Source: an optimization exercise on an open RTL-to-GDS flow (aim: small area, a short achievable clock period and few clock cycles). Production flows keep margins and buffers that such runs may drop. In this exercise RTL edits were held to simulation tests only and were not proved equivalent to the original.

==> 10-06 <==
// kruskal_minimum_spanning_tree
module kruskal_minimum_spanning_tree #(
  parameter int MAX_NODES   = kmst_pkg::MaxNodes,
  parameter int MAX_EDGES   = kmst_pkg::MaxEdges,
  parameter int WEIGHT_BITS = kmst_pkg::WeightBits,
  localparam int NodeW = $clog2(MAX_NODES),
  localparam int CntW  = $clog2(MAX_EDGES + 1),
  localparam int EdW   = 2 * NodeW + WEIGHT_BITS
) (
  input  logic                                 clk_i,
  input  logic                                 rst_ni,
  input  logic                                 psel,
  input  logic                                 penable,
  input  logic                                 pwrite,
  input  logic [kmst_pkg::AddrW-1:0]           paddr,
  input  logic [kmst_pkg::DataW-1:0]           pwdata,
  output logic [kmst_pkg::DataW-1:0]           prdata,
  output logic                                 pready,
  input  logic                                 in_valid_i,
  output logic                                 in_stall_o,
  input  logic [NodeW-1:0]                     first_node_i,
  input  logic [NodeW-1:0]                     second_node_i,
  input  logic signed [WEIGHT_BITS-1:0]        weight_i,
  input  logic                                 last_edge_i,
  output logic                                 out_valid_o,
  input  logic                                 out_stall_i,
  output logic [NodeW-1:0]                     tree_first_node_o,
  output logic [NodeW-1:0]                     tree_second_node_o,
  output logic signed [kmst_pkg::TotalW-1:0]   total_weight_o,
  output logic                                 is_total_o,
  output logic                                 overflow_o,
  output logic                                 last_o
);
  localparam int GqD  = 3;              
  localparam int GMax = GqD + 1;
  localparam int GcW  = $clog2(GMax + 1);
  logic [kmst_pkg::CfgW-1:0] node_count_q;
  logic [kmst_pkg::CfgW-1:0] prdata_q;
  logic [NodeW:0]            n_eff;
  logic                   ir_ins_q, ir_last_q, ir_drop_q;
  logic [CntW-1:0]        ir_cnt_q;
  logic [EdW-1:0]         ir_data_q;
  logic                   stall_q;
  logic [CntW-1:0]        load_cnt_q;      
  logic                   load_drop_q;
  logic [CntW-1:0]        old_q;           
  logic [CntW-1:0]        ring_q;          
  logic [GcW-1:0]         gcnt_q;          
  ...
Settings: LEC_CHECK=0, CAP_MARGIN=20, CELL_PAD_IN_SITES_DETAIL_PLACEMENT=1, CELL_PAD_IN_SITES_GLOBAL_PLACEMENT=2, CORE_MARGIN=2, CORE_UTILIZATION=40, CTS_BUF_LIST=sky130_fd_sc_hd__clkbuf_4 sky130_fd_sc_hd__clkbuf_8, CTS_CLUSTER_SIZE=20, SETUP_SLACK_MARGIN=4.0, SLEW_MARGIN=20; clock period 7.0 ns.
run.sh (not shown) runs the stock make flow with config.mk's settings and CLKGATE_MAP_FILE= SYNTH_SCRIPT=/design/flow/synth_recipe.tcl, a recipe that flattens the netlist after the stock synthesis.
==> 09-01 (differences from 10-06) <==
--- a/flow/design.v
+++ b/flow/design.v
@@ -26,28 +26,27 @@
   output logic [EdW-1:0] head_o
 );
   localparam int N = MAX_EDGES;
   logic [EdW-1:0] data_q [N];
   logic [N-1:0]   valid_q, new_q;
   logic [N-1:0]   gt_q, gtc;         
   logic [N:0]     st;                
-  logic           gtw, gtw_q;        
-  logic [N-1:0]   jf_q;              
+  logic           gtw;
   logic [N-1:0]   s_nx, s_pv, s_nw, s_kp;    
   logic signed [WEIGHT_BITS-1:0] dw;
   logic signed [WEIGHT_BITS-1:0] ew [N];
   assign dw = wdata_i[WEIGHT_BITS-1:0];
   for (genvar i = 0; i < N; i++) begin : g_cmp
     assign ew[i] = data_q[i][WEIGHT_BITS-1:0];
     kmst_sgt #(.W(WEIGHT_BITS)) u_gt (.a_i(ew[i]), .b_i(nxw_i), .gt_o(gtc[i]));
   end
   kmst_sgt #(.W(WEIGHT_BITS)) u_gtw (.a_i(dw), .b_i(nxw_i), .gt_o(gtw));
   always_comb begin
     for (int i = 0; i < N; i++) begin
-      st[i] = valid_q[i] && (!new_q[i] || !(jf_q[i] ? gtw_q : gt_q[i]));
+      st[i] = valid_q[i] && (!new_q[i] || !gt_q[i]);
     end
     st[N] = 1'b0;
     for (int i = 0; i < N; i++) begin
       s_nx[i] = pop_i && (!ins_i || st[i+1]);
       s_nw[i] = ins_i && (pop_i ? (st[i] && !st[i+1])
                                 : (!st[i] && ((i == 0) || st[(i + N - 1) % N])));
       s_pv[i] = ins_i && !pop_i && (i != 0) && !st[i] && !st[(i + N - 1) % N];
@@ -70,23 +69,19 @@
       data_q[i] <= ({EdW{s_kp[i]}} & data_q[i]) |
                    ({EdW{s_nx[i]}} & data_q[(i + 1) % N]) |
                    ({EdW{s_pv[i]}} & data_q[(i + N - 1) % N]) |
                    ({EdW{s_nw[i]}} & wdata_i);
       new_q[i]  <= ((s_kp[i] && new_q[i]) || s_nw[i] ||
                     (s_nx[i] && new_q[(i + 1) % N]) ||
                     (s_pv[i] && new_q[(i + N - 1) % N])) && !seal_i;
-      gt_q[i]   <= (s_kp[i] && gtc[i]) ||
+      gt_q[i]   <= (s_kp[i] && gtc[i]) || (s_nw[i] && gtw) ||
                    (s_nx[i] && gtc[(i + 1) % N]) ||
                    (s_pv[i] && gtc[(i + N - 1) % N]);
-      jf_q[i]   <= s_nw[i];
     end
   end
-  always_ff @(posedge clk_i) begin
-    gtw_q <= gtw;
-  end
   assign head_o = data_q[0];
 endmodule
 module kmst_sgt #(
   parameter int W = 16
 ) (
   input  logic [W-1:0] a_i,
   input  logic [W-1:0] b_i,
@@ -123,39 +118,33 @@
   input  logic [NodeW-1:0] b_i,
   output logic [NodeW-1:0] la_o,
   output logic [NodeW-1:0] lb_o,
   input  logic             join_i,
   input  logic [NodeW-1:0] ja_i,
   input  logic [NodeW-1:0] jb_i
 );
-  logic [NodeW-1:0]     lab_q [MAX_NODES];
-  logic [NodeW-1:0]     ra, rb;
-  logic [MAX_NODES-1:0] upd;        
-  always_comb begin
-    for (int i = 0; i < MAX_NODES; i++) begin
-      upd[i] = join_i && (lab_q[i] == jb_i);
-    end
-  end
+  logic [NodeW-1:0] lab_q [MAX_NODES];
+  logic [NodeW-1:0] ra, rb;
   assign ra = lab_q[a_i];
   assign rb = lab_q[b_i];
   always_comb begin
     if (fresh_i) begin
       la_o = a_i;
       lb_o = b_i;
     end else begin
-      la_o = upd[a_i] ? ja_i : ra;
-      lb_o = upd[b_i] ? ja_i : rb;
+      la_o = (join_i && (ra == jb_i)) ? ja_i : ra;
+      lb_o = (join_i && (rb == jb_i)) ? ja_i : rb;
     end
   end
   always_ff @(posedge clk_i) begin
     for (int i = 0; i < MAX_NODES; i++) begin
-      logic u, kp;
-      u  = upd[i] && !clear_i;
-      kp = !clear_i && !upd[i];
-      lab_q[i] <= ({NodeW{kp}} & lab_q[i]) | ({NodeW{u}} & ja_i) |
+      logic upd, kp;
+      upd = join_i && !clear_i && (lab_q[i] == jb_i);
+      kp  = !clear_i && !upd;
+      lab_q[i] <= ({NodeW{kp}} & lab_q[i]) | ({NodeW{upd}} & ja_i) |
                   ({NodeW{clear_i}} & NodeW'(i));
     end
   end
 endmodule
 module kruskal_minimum_spanning_tree #(
   parameter int MAX_NODES   = kmst_pkg::MaxNodes,
   parameter int MAX_EDGES   = kmst_pkg::MaxEdges,
@@ -214,16 +203,16 @@
   logic                   p2_edge_q, p2_last_q, p2_mark_q, p2_drop_q;
   logic [NodeW-1:0]       p2_u_q, p2_v_q, p2_la_q, p2_lb_q;
   logic signed [WEIGHT_BITS-1:0] p2_w_q;
   logic                   init_q, first_q;
   logic                   pend_q, pend_drop_q;    
   logic signed [kmst_pkg::TotalW-1:0] total_q;
   logic                   out_valid_q, out_total_q, out_ovf_q;
-  logic signed [kmst_pkg::TotalW-1:0] out_sum_q;
   logic [NodeW-1:0]       out_u_q, out_v_q;
+  logic signed [kmst_pkg::TotalW-1:0] out_sum_q;
   assign pready = 1'b1;
   assign prdata = kmst_pkg::DataW'(prdata_q);
   always_ff @(posedge clk_i or negedge rst_ni) begin
     if (!rst_ni) begin
       node_count_q <= kmst_pkg::CfgW'(kmst_pkg::NodeCountRst);
     end else if (psel && penable && pwrite && (paddr[2] == kmst_pkg::RegNodeCount)) begin
       node_count_q <= pwdata[kmst_pkg::CfgW-1:0];
@@ -241,19 +230,18 @@
   assign acc_last = acc && last_edge_i;
   assign edge_ok  = ((NodeW + 1)'(first_node_i) < n_eff) &&
                     ((NodeW + 1)'(second_node_i) < n_eff) &&
                     (load_cnt_q != CntW'(MAX_EDGES));
   assign cnt_inc  = load_cnt_q + CntW'(edge_ok);
   logic adv, go, pop, last, mark, free, ins;
   assign adv  = !out_valid_q || !out_stall_i;
-  logic popok_q, one_q, mk_q;
   assign go   = adv && !pend_q;
-  assign pop  = adv && popok_q;
-  assign last = pop && one_q;
-  assign mark = go && mk_q;
+  assign pop  = go && act_q && (rem_q != '0);
+  assign last = pop && (rem_q == CntW'(1));
+  assign mark = go && act_q && (rem_q == '0);
   assign free = !act_q || mark || last;        
   assign ins  = acc && edge_ok;
   logic [CntW-1:0] base, old_s;
   logic [GcW-1:0]  g_s;
   logic            fin, old_nz_d, full_d, gfull_d;
   assign base  = ring_q + CntW'(ir_ins_q);
   assign old_s = old_q + (ir_last_q ? ir_cnt_q : '0);
@@ -308,40 +296,26 @@
     .pop_i  (pop),
     .nxw_i  (weight_i),
     .head_o (head)
   );
   logic take_q0, push;
   assign take_q0 = free && gq_v_q[0];
   assign push    = ir_last_q && !(free && !gq_v_q[0]);
-  logic            act_n, pend_n;
-  logic [CntW-1:0] rem_n;
-  always_comb begin
-    act_n = act_q;
-    rem_n = rem_q;
-    if (free) begin
-      act_n = gq_v_q[0] || ir_last_q;
-      rem_n = gq_v_q[0] ? gq_cnt_q[0] : ir_cnt_q;
-    end else if (pop) begin
-      rem_n = rem_q - CntW'(1);
-    end
-  end
   always_ff @(posedge clk_i or negedge rst_ni) begin
     if (!rst_ni) begin
-      gq_v_q  <= '0;
-      act_q   <= 1'b0;
-      rem_q   <= '0;
-      popok_q <= 1'b0;
-      one_q   <= 1'b0;
-      mk_q    <= 1'b0;
+      gq_v_q <= '0;
+      act_q  <= 1'b0;
+      rem_q  <= '0;
     end else begin
-      act_q   <= act_n;
-      rem_q   <= rem_n;
-      popok_q <= act_n && (rem_n != '0) && !pend_n;
-      one_q   <= (rem_n == CntW'(1));
-      mk_q    <= act_n && (rem_n == '0);
+      if (free) begin
+        act_q <= gq_v_q[0] || ir_last_q;
+        rem_q <= gq_v_q[0] ? gq_cnt_q[0] : ir_cnt_q;
+      end else if (pop) begin
+        rem_q <= rem_q - CntW'(1);
+      end
       for (int i = 0; i < GqD; i++) begin
         if (take_q0) begin
           gq_v_q[i] <= ((i < GqD - 1) && gq_v_q[(i + 1) % GqD]) || (push && gq_v_q[i]);
         end else if (push) begin
           gq_v_q[i] <= (i == 0) || gq_v_q[(i + GqD - 1) % GqD];
         end
       end
@@ -364,15 +338,14 @@
   logic diff, p2_join, e_out, t_out, clr;
   logic [NodeW-1:0] la, lb;
   assign diff    = (p2_la_q != p2_lb_q);
   assign p2_join = adv && !pend_q && p2_edge_q;
   assign e_out   = !pend_q && p2_edge_q && diff;
   assign t_out   = !pend_q && (p2_mark_q || (p2_edge_q && p2_last_q && !diff));
   assign clr     = init_q || (adv && (pend_q || t_out));
-  assign pend_n  = adv ? (!pend_q && p2_edge_q && p2_last_q && diff) : pend_q;
   kmst_uf_mem #(
     .MAX_NODES(MAX_NODES)
   ) u_uf_mem (
     .clk_i  (clk_i),
     .clear_i(clr),
     .fresh_i(p1_first_q),
     .a_i    (p1_u_q),
@@ -403,15 +376,15 @@
       if (go) begin
         p1_edge_q <= pop;
         p1_mark_q <= mark;
         p2_edge_q <= p1_edge_q;
         p2_mark_q <= p1_mark_q;
       end
       if (adv) begin
-        pend_q      <= pend_n;
+        pend_q      <= !pend_q && p2_edge_q && p2_last_q && diff;
         out_valid_q <= pend_q || e_out || t_out;
       end
     end
   end
   always_ff @(posedge clk_i) begin
     if (pop) begin
       {p1_u_q, p1_v_q, p1_w_q} <= head;
Settings changed: CELL_PAD_IN_SITES_DETAIL_PLACEMENT 1 to not set, CELL_PAD_IN_SITES_GLOBAL_PLACEMENT 2 to not set, SETUP_SLACK_MARGIN 4.0 to 3.6.
==> 06-02 (differences from 10-06) <==
--- a/flow/design.v
+++ b/flow/design.v
@@ -26,28 +26,27 @@
   output logic [EdW-1:0] head_o
 );
   localparam int N = MAX_EDGES;
   logic [EdW-1:0] data_q [N];
   logic [N-1:0]   valid_q, new_q;
   logic [N-1:0]   gt_q, gtc;         
   logic [N:0]     st;                
-  logic           gtw, gtw_q;        
-  logic [N-1:0]   jf_q;              
+  logic           gtw;
   logic [N-1:0]   s_nx, s_pv, s_nw, s_kp;    
   logic signed [WEIGHT_BITS-1:0] dw;
   logic signed [WEIGHT_BITS-1:0] ew [N];
   assign dw = wdata_i[WEIGHT_BITS-1:0];
   for (genvar i = 0; i < N; i++) begin : g_cmp
     assign ew[i] = data_q[i][WEIGHT_BITS-1:0];
     kmst_sgt #(.W(WEIGHT_BITS)) u_gt (.a_i(ew[i]), .b_i(nxw_i), .gt_o(gtc[i]));
   end
   kmst_sgt #(.W(WEIGHT_BITS)) u_gtw (.a_i(dw), .b_i(nxw_i), .gt_o(gtw));
   always_comb begin
     for (int i = 0; i < N; i++) begin
-      st[i] = valid_q[i] && (!new_q[i] || !(jf_q[i] ? gtw_q : gt_q[i]));
+      st[i] = valid_q[i] && (!new_q[i] || !gt_q[i]);
     end
     st[N] = 1'b0;
     for (int i = 0; i < N; i++) begin
       s_nx[i] = pop_i && (!ins_i || st[i+1]);
       s_nw[i] = ins_i && (pop_i ? (st[i] && !st[i+1])
                                 : (!st[i] && ((i == 0) || st[(i + N - 1) % N])));
       s_pv[i] = ins_i && !pop_i && (i != 0) && !st[i] && !st[(i + N - 1) % N];
@@ -70,23 +69,19 @@
       data_q[i] <= ({EdW{s_kp[i]}} & data_q[i]) |
                    ({EdW{s_nx[i]}} & data_q[(i + 1) % N]) |
                    ({EdW{s_pv[i]}} & data_q[(i + N - 1) % N]) |
                    ({EdW{s_nw[i]}} & wdata_i);
       new_q[i]  <= ((s_kp[i] && new_q[i]) || s_nw[i] ||
                     (s_nx[i] && new_q[(i + 1) % N]) ||
                     (s_pv[i] && new_q[(i + N - 1) % N])) && !seal_i;
-      gt_q[i]   <= (s_kp[i] && gtc[i]) ||
+      gt_q[i]   <= (s_kp[i] && gtc[i]) || (s_nw[i] && gtw) ||
                    (s_nx[i] && gtc[(i + 1) % N]) ||
                    (s_pv[i] && gtc[(i + N - 1) % N]);
-      jf_q[i]   <= s_nw[i];
     end
   end
-  always_ff @(posedge clk_i) begin
-    gtw_q <= gtw;
-  end
   assign head_o = data_q[0];
 endmodule
 module kmst_sgt #(
   parameter int W = 16
 ) (
   input  logic [W-1:0] a_i,
   input  logic [W-1:0] b_i,
@@ -123,39 +118,33 @@
   input  logic [NodeW-1:0] b_i,
   output logic [NodeW-1:0] la_o,
   output logic [NodeW-1:0] lb_o,
   input  logic             join_i,
   input  logic [NodeW-1:0] ja_i,
   input  logic [NodeW-1:0] jb_i
 );
-  logic [NodeW-1:0]     lab_q [MAX_NODES];
-  logic [NodeW-1:0]     ra, rb;
-  logic [MAX_NODES-1:0] upd;        
-  always_comb begin
-    for (int i = 0; i < MAX_NODES; i++) begin
-      upd[i] = join_i && (lab_q[i] == jb_i);
-    end
-  end
+  logic [NodeW-1:0] lab_q [MAX_NODES];
+  logic [NodeW-1:0] ra, rb;
   assign ra = lab_q[a_i];
   assign rb = lab_q[b_i];
   always_comb begin
     if (fresh_i) begin
       la_o = a_i;
       lb_o = b_i;
     end else begin
-      la_o = upd[a_i] ? ja_i : ra;
-      lb_o = upd[b_i] ? ja_i : rb;
+      la_o = (join_i && (ra == jb_i)) ? ja_i : ra;
+      lb_o = (join_i && (rb == jb_i)) ? ja_i : rb;
     end
   end
   always_ff @(posedge clk_i) begin
     for (int i = 0; i < MAX_NODES; i++) begin
-      logic u, kp;
-      u  = upd[i] && !clear_i;
-      kp = !clear_i && !upd[i];
-      lab_q[i] <= ({NodeW{kp}} & lab_q[i]) | ({NodeW{u}} & ja_i) |
+      logic upd, kp;
+      upd = join_i && !clear_i && (lab_q[i] == jb_i);
+      kp  = !clear_i && !upd;
+      lab_q[i] <= ({NodeW{kp}} & lab_q[i]) | ({NodeW{upd}} & ja_i) |
                   ({NodeW{clear_i}} & NodeW'(i));
     end
   end
 endmodule
 module kruskal_minimum_spanning_tree #(
   parameter int MAX_NODES   = kmst_pkg::MaxNodes,
   parameter int MAX_EDGES   = kmst_pkg::MaxEdges,
@@ -214,16 +203,16 @@
   logic                   p2_edge_q, p2_last_q, p2_mark_q, p2_drop_q;
   logic [NodeW-1:0]       p2_u_q, p2_v_q, p2_la_q, p2_lb_q;
   logic signed [WEIGHT_BITS-1:0] p2_w_q;
   logic                   init_q, first_q;
   logic                   pend_q, pend_drop_q;    
   logic signed [kmst_pkg::TotalW-1:0] total_q;
   logic                   out_valid_q, out_total_q, out_ovf_q;
-  logic signed [kmst_pkg::TotalW-1:0] out_sum_q;
   logic [NodeW-1:0]       out_u_q, out_v_q;
+  logic signed [kmst_pkg::TotalW-1:0] out_sum_q;
   assign pready = 1'b1;
   assign prdata = kmst_pkg::DataW'(prdata_q);
   always_ff @(posedge clk_i or negedge rst_ni) begin
     if (!rst_ni) begin
       node_count_q <= kmst_pkg::CfgW'(kmst_pkg::NodeCountRst);
     end else if (psel && penable && pwrite && (paddr[2] == kmst_pkg::RegNodeCount)) begin
       node_count_q <= pwdata[kmst_pkg::CfgW-1:0];
@@ -241,19 +230,18 @@
   assign acc_last = acc && last_edge_i;
   assign edge_ok  = ((NodeW + 1)'(first_node_i) < n_eff) &&
                     ((NodeW + 1)'(second_node_i) < n_eff) &&
                     (load_cnt_q != CntW'(MAX_EDGES));
   assign cnt_inc  = load_cnt_q + CntW'(edge_ok);
   logic adv, go, pop, last, mark, free, ins;
   assign adv  = !out_valid_q || !out_stall_i;
-  logic popok_q, one_q, mk_q;
   assign go   = adv && !pend_q;
-  assign pop  = adv && popok_q;
-  assign last = pop && one_q;
-  assign mark = go && mk_q;
+  assign pop  = go && act_q && (rem_q != '0);
+  assign last = pop && (rem_q == CntW'(1));
+  assign mark = go && act_q && (rem_q == '0);
   assign free = !act_q || mark || last;        
   assign ins  = acc && edge_ok;
   logic [CntW-1:0] base, old_s;
   logic [GcW-1:0]  g_s;
   logic            fin, old_nz_d, full_d, gfull_d;
   assign base  = ring_q + CntW'(ir_ins_q);
   assign old_s = old_q + (ir_last_q ? ir_cnt_q : '0);
@@ -308,40 +296,26 @@
     .pop_i  (pop),
     .nxw_i  (weight_i),
     .head_o (head)
   );
   logic take_q0, push;
   assign take_q0 = free && gq_v_q[0];
   assign push    = ir_last_q && !(free && !gq_v_q[0]);
-  logic            act_n, pend_n;
-  logic [CntW-1:0] rem_n;
-  always_comb begin
-    act_n = act_q;
-    rem_n = rem_q;
-    if (free) begin
-      act_n = gq_v_q[0] || ir_last_q;
-      rem_n = gq_v_q[0] ? gq_cnt_q[0] : ir_cnt_q;
-    end else if (pop) begin
-      rem_n = rem_q - CntW'(1);
-    end
-  end
   always_ff @(posedge clk_i or negedge rst_ni) begin
     if (!rst_ni) begin
-      gq_v_q  <= '0;
-      act_q   <= 1'b0;
-      rem_q   <= '0;
-      popok_q <= 1'b0;
-      one_q   <= 1'b0;
-      mk_q    <= 1'b0;
+      gq_v_q <= '0;
+      act_q  <= 1'b0;
+      rem_q  <= '0;
     end else begin
-      act_q   <= act_n;
-      rem_q   <= rem_n;
-      popok_q <= act_n && (rem_n != '0) && !pend_n;
-      one_q   <= (rem_n == CntW'(1));
-      mk_q    <= act_n && (rem_n == '0);
+      if (free) begin
+        act_q <= gq_v_q[0] || ir_last_q;
+        rem_q <= gq_v_q[0] ? gq_cnt_q[0] : ir_cnt_q;
+      end else if (pop) begin
+        rem_q <= rem_q - CntW'(1);
+      end
       for (int i = 0; i < GqD; i++) begin
         if (take_q0) begin
           gq_v_q[i] <= ((i < GqD - 1) && gq_v_q[(i + 1) % GqD]) || (push && gq_v_q[i]);
         end else if (push) begin
           gq_v_q[i] <= (i == 0) || gq_v_q[(i + GqD - 1) % GqD];
         end
       end
@@ -364,15 +338,14 @@
   logic diff, p2_join, e_out, t_out, clr;
   logic [NodeW-1:0] la, lb;
   assign diff    = (p2_la_q != p2_lb_q);
   assign p2_join = adv && !pend_q && p2_edge_q;
   assign e_out   = !pend_q && p2_edge_q && diff;
   assign t_out   = !pend_q && (p2_mark_q || (p2_edge_q && p2_last_q && !diff));
   assign clr     = init_q || (adv && (pend_q || t_out));
-  assign pend_n  = adv ? (!pend_q && p2_edge_q && p2_last_q && diff) : pend_q;
   kmst_uf_mem #(
     .MAX_NODES(MAX_NODES)
   ) u_uf_mem (
     .clk_i  (clk_i),
     .clear_i(clr),
     .fresh_i(p1_first_q),
     .a_i    (p1_u_q),
@@ -403,15 +376,15 @@
       if (go) begin
         p1_edge_q <= pop;
         p1_mark_q <= mark;
         p2_edge_q <= p1_edge_q;
         p2_mark_q <= p1_mark_q;
       end
       if (adv) begin
-        pend_q      <= pend_n;
+        pend_q      <= !pend_q && p2_edge_q && p2_last_q && diff;
         out_valid_q <= pend_q || e_out || t_out;
       end
     end
   end
   always_ff @(posedge clk_i) begin
     if (pop) begin
       {p1_u_q, p1_v_q, p1_w_q} <= head;
Settings changed: CORE_UTILIZATION 40 to 35, SETUP_SLACK_MARGIN 4.0 to 3.6.
==> results.txt <==
The lowest sequential share of layout area belongs to 06-02, the highest to 09-01.
Against 06-02, the flip-flop and latch count of 10-06 is higher by 68.
Global-route usage: 10-06 > 06-02 > 09-01.
The highest first-iteration DRC count belongs to 09-01, the lowest to 10-06.
06-02 passed the timing, design-rule and antenna checks. 10-06 completed with no timing, DRC or antenna violations. 09-01 went through all stages and came out clean.
Against 06-02, the cell area of 09-01 is lower by 1.8%.
Testbench counts of 10-06, summed over its fixed seeds: cycles 5,175.
Testbench counts of 09-01, summed over its fixed seeds: cycles 5,175.
Testbench counts of 06-02, summed over its fixed seeds: cycles 5,175.

[separate check: timing with driven ports]
In the flow no input, the clock included, has a driving cell. The finished layouts below were timed again as built, in two steps.
Step 1 (the two cells are an assumption about what drives the block):
set clk [get_ports {clk_i}]
set_driving_cell -lib_cell sky130_fd_sc_hd__clkbuf_16 $clk
set_driving_cell -lib_cell sky130_fd_sc_hd__buf_2 [delete_from_list [all_inputs] $clk]
Step 2 adds t to the input delays and takes it off the output delays; t is the mean of the earliest and latest rising clock arrival at the registers after step 1. Input paths then give back, and output paths get back, about the clock's delay inside the block.
Three values: ideal ports, drivers, drivers and shift; two values: the first two.
run | t (ns) | setup WS [ns] | latest minus earliest clock arrival (ns) | slew at the worst register clock pin (ns) | worst data-port slew with drivers (ns)
10-06 | 1.233 | 3.558 / 3.506 / 2.273 | 0.088 / 0.088 | 0.07 / 0.07 | 0.52
09-01 | 1.167 | 3.337 / 3.337 / 2.291 | 0.135 / 0.135 | 0.08 / 0.08 | 0.37
06-02 | 1.233 | 3.431 / 3.295 / 2.062 | 0.085 / 0.086 | 0.08 / 0.08 | 0.36
After both steps every run listed still meets setup and hold. For 06-02, which loses most, drivers alone change the setup slack by -0.136 ns; drivers and shift together by -1.369 ns.
